Context: an optimization exercise on an open-source flow, tuned for small area. The choices shown serve that exercise and are no tape-out recipe.
RTL that was checked went through simulation tests only; none was proved equivalent to the original.
Power is estimated from default activity; no workload was simulated.

run a:
==> module pc_register, before the edit <==
module pc_register (
    input  wire                         clk_i,
    input  wire                         arst_n_i,
    input  wire                         req_accept_i,
    input  wire                         exc_valid_i,
    input  wire fetch_pkg::addr_t       exc_pc_i,
    input  wire                         br_mispredict_i,
    input  wire fetch_pkg::addr_t       br_target_i,
    input  wire                         btb_hit_i,
    input  wire fetch_pkg::lane_idx_t   btb_lane_i,
    input  wire fetch_pkg::addr_t       btb_target_i,
    input  wire                         pht_taken_i,     
    output fetch_pkg::addr_t            fetch_pc_o,
    output fetch_pkg::lane_idx_t        last_lane_o,     
    output logic                        pred_taken_o,
    output logic                        flush_o
);
    localparam int unsigned LANE_W = fetch_pkg::LANE_W;
    localparam int unsigned OFS_W  = fetch_pkg::OFS_W;
    fetch_pkg::addr_t       pc_q;
    fetch_pkg::addr_t       seq_pc;
    fetch_pkg::addr_t       pred_target;
    fetch_pkg::addr_t       redirect_pc;
    assign pred_taken_o = btb_hit_i && (btb_lane_i >= pc_q[2 +: LANE_W]) && pht_taken_i;
    assign last_lane_o  = pred_taken_o ? btb_lane_i : {LANE_W{1'b1}};
    assign seq_pc      = {pc_q[32-1:OFS_W] + 1'b1, {OFS_W{1'b0}}};
    assign pred_target = pred_taken_o ? btb_target_i : seq_pc;
    assign flush_o     = exc_valid_i | br_mispredict_i;
    assign redirect_pc = exc_valid_i ? exc_pc_i : br_target_i;   
    logic sel_exc, sel_br, sel_btb, sel_seq, sel_hold;
    fetch_pkg::addr_t pc_d;
    assign sel_exc  = exc_valid_i;
    assign sel_br   = !exc_valid_i && br_mispredict_i;
    assign sel_btb  = !flush_o && req_accept_i && pred_taken_o;
    assign sel_seq  = !flush_o && req_accept_i && !pred_taken_o;
    assign sel_hold = !flush_o && !req_accept_i;
    assign pc_d = ({32{sel_exc}}  & exc_pc_i)     |
                  ({32{sel_br}}   & br_target_i)  |
                  ({32{sel_btb}}  & btb_target_i) |
                  ({32{sel_seq}}  & seq_pc)       |
                  ({32{sel_hold}} & pc_q);
    always_ff @(posedge clk_i or negedge arst_n_i) begin
        if (!arst_n_i) begin
            pc_q <= 32'h0000_1000;
        end else begin
            pc_q <= pc_d;
        end
    end
    assign fetch_pc_o = pc_q;
endmodule
==> module pattern_history_table, before the edit <==
module pattern_history_table (
    input  wire                         clk_i,
    input  wire                         arst_n_i,
    input  wire fetch_pkg::addr_t       fetch_pc_i,
    input  wire fetch_pkg::lane_idx_t   lane_i,
    input  wire                         upd_valid_i,
    input  wire fetch_pkg::addr_t       upd_pc_i,
    input  wire                         upd_taken_i,
    output logic                        taken_o
);
    localparam int unsigned LANE_W = fetch_pkg::LANE_W;
    localparam int unsigned OFS_W  = fetch_pkg::OFS_W;
    localparam int unsigned IDX_W  = $clog2(64);
    logic [64-1:0]    dir_q;
    logic [64-1:0]    strong_q;
    logic [IDX_W-1:0]           upd_idx;
    logic [IDX_W-LANE_W-1:0]        rd_blk;
    logic [4-1:0]        blk_dir;
    assign rd_blk = fetch_pc_i[OFS_W +: IDX_W-LANE_W];
    always_comb begin
        blk_dir = '0;
        for (int b = 0; b < 64/4; b++) begin
            if (rd_blk == (IDX_W-LANE_W)'(b)) begin
                blk_dir = blk_dir | dir_q[b*4 +: 4];
            end
        end
    end
    assign taken_o = blk_dir[lane_i];
    assign upd_idx = upd_pc_i[2 +: IDX_W];      
    for (genvar i = 0; i < 64; i++) begin : g_ctr
        logic sel;
        assign sel = upd_valid_i && (upd_idx == IDX_W'(i));
        always_ff @(posedge clk_i or negedge arst_n_i) begin
            if (!arst_n_i) begin
                dir_q[i]    <= 1'b0;
                strong_q[i] <= 1'b0;
            end else if (sel) begin
                strong_q[i] <= (dir_q[i] == upd_taken_i);
                if (!strong_q[i]) begin
                    dir_q[i] <= upd_taken_i;
                end
            end
        end
    end
endmodule
export LEC_CHECK = 0
export CAP_MARGIN = 20
export CORE_MARGIN = 2
export CORE_UTILIZATION = 40
export SLEW_MARGIN = 20
create_clock -name core_clock -period 6.0 [get_ports {clk_i}]
standard.sh (not shown) runs the stock make flow with config.mk's settings and CLKGATE_MAP_FILE= SYNTH_SCRIPT=/design/flow/synth_recipe.tcl, a recipe that flattens the netlist after the stock synthesis.
==> flow/flow/run.sh <==
#!/bin/bash
# The standard layout (standard.sh), with:
#  - an area-oriented ABC script in synthesis (flow/synth.tcl, flow/area.abc)
#  - the smallest buffer on every port
#  - a clock tree without dummy loads
# The make output goes to flow_make.log here; each ORFS step also keeps its
# own log under orfs/logs/.
set -euo pipefail
export AREA_ABC_SCRIPT="$PWD/flow/area.abc"
bash standard.sh \
    "SYNTH_SCRIPT=$PWD/flow/synth.tcl" \
    "BUFFER_PORTS_ARGS=-buffer_cell sky130_fd_sc_hd__buf_1" \
    "CTS_ARGS=-sink_clustering_enable -repair_clock_nets -dont_use_dummy_load -buf_list sky130_fd_sc_hd__clkbuf_8 -sink_clustering_size 16 -sink_clustering_max_diameter 60" \
    finish > flow_make.log 2>&1
==> flow/flow/area.abc <==
&get -n
&st
&syn3
&dch -f
&nf -a -R 1000
&put
==> flow/flow/synth.tcl <==
# The standard synthesis script (synth_recipe.tcl), with ABC's mapping
# script swapped for an area-oriented one. Registers are mapped before ABC
# runs, so they are the standard synthesis's.
proc synth {args} { yosys synth -nofsm -noshare {*}$args }
proc abc {args} {
  set i [lsearch -exact $args -script]
  if {$i >= 0} { lset args [expr {$i + 1}] $::env(AREA_ABC_SCRIPT) }
  yosys abc {*}$args
}
source $::env(SCRIPTS_DIR)/synth.tcl
# left out here: clear keep_hierarchy, flatten, clean up, hide names made inside functions, write 1_2_yosys.v
Setup changes, run a to run b
diff --git a/flow/design.v b/flow/design.v
--- a/flow/design.v
+++ b/flow/design.v
@@ -74,25 +74,15 @@
     assign seq_pc      = {pc_q[32-1:OFS_W] + 1'b1, {OFS_W{1'b0}}};
     assign pred_target = pred_taken_o ? btb_target_i : seq_pc;
     assign flush_o     = exc_valid_i | br_mispredict_i;
     assign redirect_pc = exc_valid_i ? exc_pc_i : br_target_i;   
-    logic sel_exc, sel_br, sel_btb, sel_seq, sel_hold;
-    fetch_pkg::addr_t pc_d;
-    assign sel_exc  = exc_valid_i;
-    assign sel_br   = !exc_valid_i && br_mispredict_i;
-    assign sel_btb  = !flush_o && req_accept_i && pred_taken_o;
-    assign sel_seq  = !flush_o && req_accept_i && !pred_taken_o;
-    assign sel_hold = !flush_o && !req_accept_i;
-    assign pc_d = ({32{sel_exc}}  & exc_pc_i)     |
-                  ({32{sel_br}}   & br_target_i)  |
-                  ({32{sel_btb}}  & btb_target_i) |
-                  ({32{sel_seq}}  & seq_pc)       |
-                  ({32{sel_hold}} & pc_q);
     always_ff @(posedge clk_i or negedge arst_n_i) begin
         if (!arst_n_i) begin
             pc_q <= 32'h0000_1000;
-        end else begin
-            pc_q <= pc_d;
+        end else if (flush_o) begin
+            pc_q <= redirect_pc;
+        end else if (req_accept_i) begin
+            pc_q <= pred_target;
         end
     end
     assign fetch_pc_o = pc_q;
 endmodule
@@ -203,21 +193,12 @@
     localparam int unsigned OFS_W  = fetch_pkg::OFS_W;
     localparam int unsigned IDX_W  = $clog2(64);
     logic [64-1:0]    dir_q;
     logic [64-1:0]    strong_q;
+    logic [IDX_W-1:0]           rd_idx;
     logic [IDX_W-1:0]           upd_idx;
-    logic [IDX_W-LANE_W-1:0]        rd_blk;
-    logic [4-1:0]        blk_dir;
-    assign rd_blk = fetch_pc_i[OFS_W +: IDX_W-LANE_W];
-    always_comb begin
-        blk_dir = '0;
-        for (int b = 0; b < 64/4; b++) begin
-            if (rd_blk == (IDX_W-LANE_W)'(b)) begin
-                blk_dir = blk_dir | dir_q[b*4 +: 4];
-            end
-        end
-    end
-    assign taken_o = blk_dir[lane_i];
+    assign rd_idx  = {fetch_pc_i[OFS_W +: IDX_W-LANE_W], lane_i};
+    assign taken_o = dir_q[rd_idx];
     assign upd_idx = upd_pc_i[2 +: IDX_W];      
     for (genvar i = 0; i < 64; i++) begin : g_ctr
         logic sel;
         assign sel = upd_valid_i && (upd_idx == IDX_W'(i));
### Flow results
Run a has higher global routing usage summed across all routing layers than run b. Looking at synthesized-area fraction occupied by xor and xnor cells, run b sits 0.38 points above run a. Compare run b and run a | maximum number of pins on one net before global-route repair lower: run b. Compared to run a, run b shows a narrower setup margin. Looking at finished layout cell area, run b sits above run a. Looking at standby leakage power, run b sits 0.18 nW above run a.

## JK
fetch_stage with an RTL version that a note above also has.
For scale: ~1300 flip-flops, ~460 I/O pins.
==> module pattern_history_table, before the edit <==
module pattern_history_table (
    input  wire                         clk_i,
    input  wire                         arst_n_i,
    input  wire fetch_pkg::addr_t       fetch_pc_i,
    input  wire fetch_pkg::lane_idx_t   lane_i,
    input  wire                         upd_valid_i,
    input  wire fetch_pkg::addr_t       upd_pc_i,
    input  wire                         upd_taken_i,
    output logic                        taken_o
);
    localparam int unsigned LANE_W = fetch_pkg::LANE_W;
    localparam int unsigned OFS_W  = fetch_pkg::OFS_W;
    localparam int unsigned IDX_W  = $clog2(64);
    logic [64-1:0]    dir_q;
    logic [64-1:0]    strong_q;
    logic [IDX_W-1:0]           rd_idx;
    logic [IDX_W-1:0]           upd_idx;
    assign rd_idx  = {fetch_pc_i[OFS_W +: IDX_W-LANE_W], lane_i};
    assign taken_o = dir_q[rd_idx];
    assign upd_idx = upd_pc_i[2 +: IDX_W];      
    for (genvar i = 0; i < 64; i++) begin : g_ctr
        logic sel;
        assign sel = upd_valid_i && (upd_idx == IDX_W'(i));
        always_ff @(posedge clk_i or negedge arst_n_i) begin
            if (!arst_n_i) begin
                dir_q[i]    <= 1'b0;
                strong_q[i] <= 1'b0;
            end else if (sel) begin
                strong_q[i] <= (dir_q[i] == upd_taken_i);
                if (!strong_q[i]) begin
                    dir_q[i] <= upd_taken_i;
                end
            end
        end
    end
endmodule
Settings: LEC_CHECK=0, CAP_MARGIN=20, CORE_MARGIN=2, CORE_UTILIZATION=65, PLACE_DENSITY=0.75, SLEW_MARGIN=20; clock period 6.0 ns.
Scripts as last shown in full above: flow/flow/run.sh, flow/flow/area.abc, flow/flow/synth.tcl
JK: PASS, flow complete, no timing, DRC or antenna violations
diff inputs: JK => MS
-- flow/design.v --
<<< JK, line 195
    logic [64-1:0]    dir_q;
    logic [64-1:0]    strong_q;
    logic [IDX_W-1:0]           rd_idx;
    logic [IDX_W-1:0]           upd_idx;
    assign rd_idx  = {fetch_pc_i[OFS_W +: IDX_W-LANE_W], lane_i};
    assign taken_o = dir_q[rd_idx];
    assign upd_idx = upd_pc_i[2 +: IDX_W];      
    for (genvar i = 0; i < 64; i++) begin : g_ctr
>>> MS, line 195
    logic [64-1:0]    dir_q;
    logic [64-1:0]    strong_q;
    logic [IDX_W-1:0]           upd_idx;
    logic [IDX_W-LANE_W-1:0]        rd_blk;
    logic [4-1:0]        blk_dir;
    assign rd_blk = fetch_pc_i[OFS_W +: IDX_W-LANE_W];
    always_comb begin
        blk_dir = '0;
        for (int b = 0; b < 64/4; b++) begin
            if (rd_blk == (IDX_W-LANE_W)'(b)) begin
                blk_dir = blk_dir | dir_q[b*4 +: 4];
            end
        end
    end
    assign taken_o = blk_dir[lane_i];
    assign upd_idx = upd_pc_i[2 +: IDX_W];      
    for (genvar i = 0; i < 64; i++) begin : g_ctr
## What came out
MS vs. JK: synthesized netlist cell count went down by 27.
Going from JK to MS, the final critical-path share of the clock period was found to have gone up by 1.6 points.
Relative to JK, multi-input gate share of the layout cell area decreased by 0.21 points in MS.
Overall die width across JK and MS: no real change.
Compare JK and MS | global-route usage over all layers lower: MS
For MS, only the layout was checked, not whether the RTL still works.

-- static timing again, ports no longer ideal --
In the flow no input, the clock included, has a driving cell. The finished layouts below were timed again as built, in two steps.
Step 1: set_driving_cell puts a clkbuf_16 on clk_i and a buf_2 on each other input, an assumption about the parent block.
Step 2 also shifts input and output timing later by t, the mid clock arrival at the registers, as if the neighbouring blocks saw the same clock.
a / b / c = no drivers / after step 1 / after step 2; a / b = the first two.
| run | shift t [ns] | setup slack, ns | hold slack, ns | worst setup path at the end | cell pins on the clock port's net |
|---|---|---|---|---|---|
| run a | 0.885 | 0.687 / 0.687 / 0.578 | 0.269 / 0.252 / 0.481 | input to register | 1 |
| run b | 0.899 | 0.543 / 0.543 / 0.486 | 0.409 / 0.421 / 0.485 | input to register | 1 |
| JK | 0.791 | 0.415 / 0.415 / 0.415 | 0.444 / 0.397 / 0.485 | register to register | 1 |
| MS | 0.767 | 0.318 / 0.318 / 0.318 | 0.482 / 0.482 / 0.482 | register to register | 1 |
After both steps setup and hold are still met in every run listed. The setup slack of run a, which loses most, moves by 0.000 ns with the drivers and by -0.109 ns with both steps.
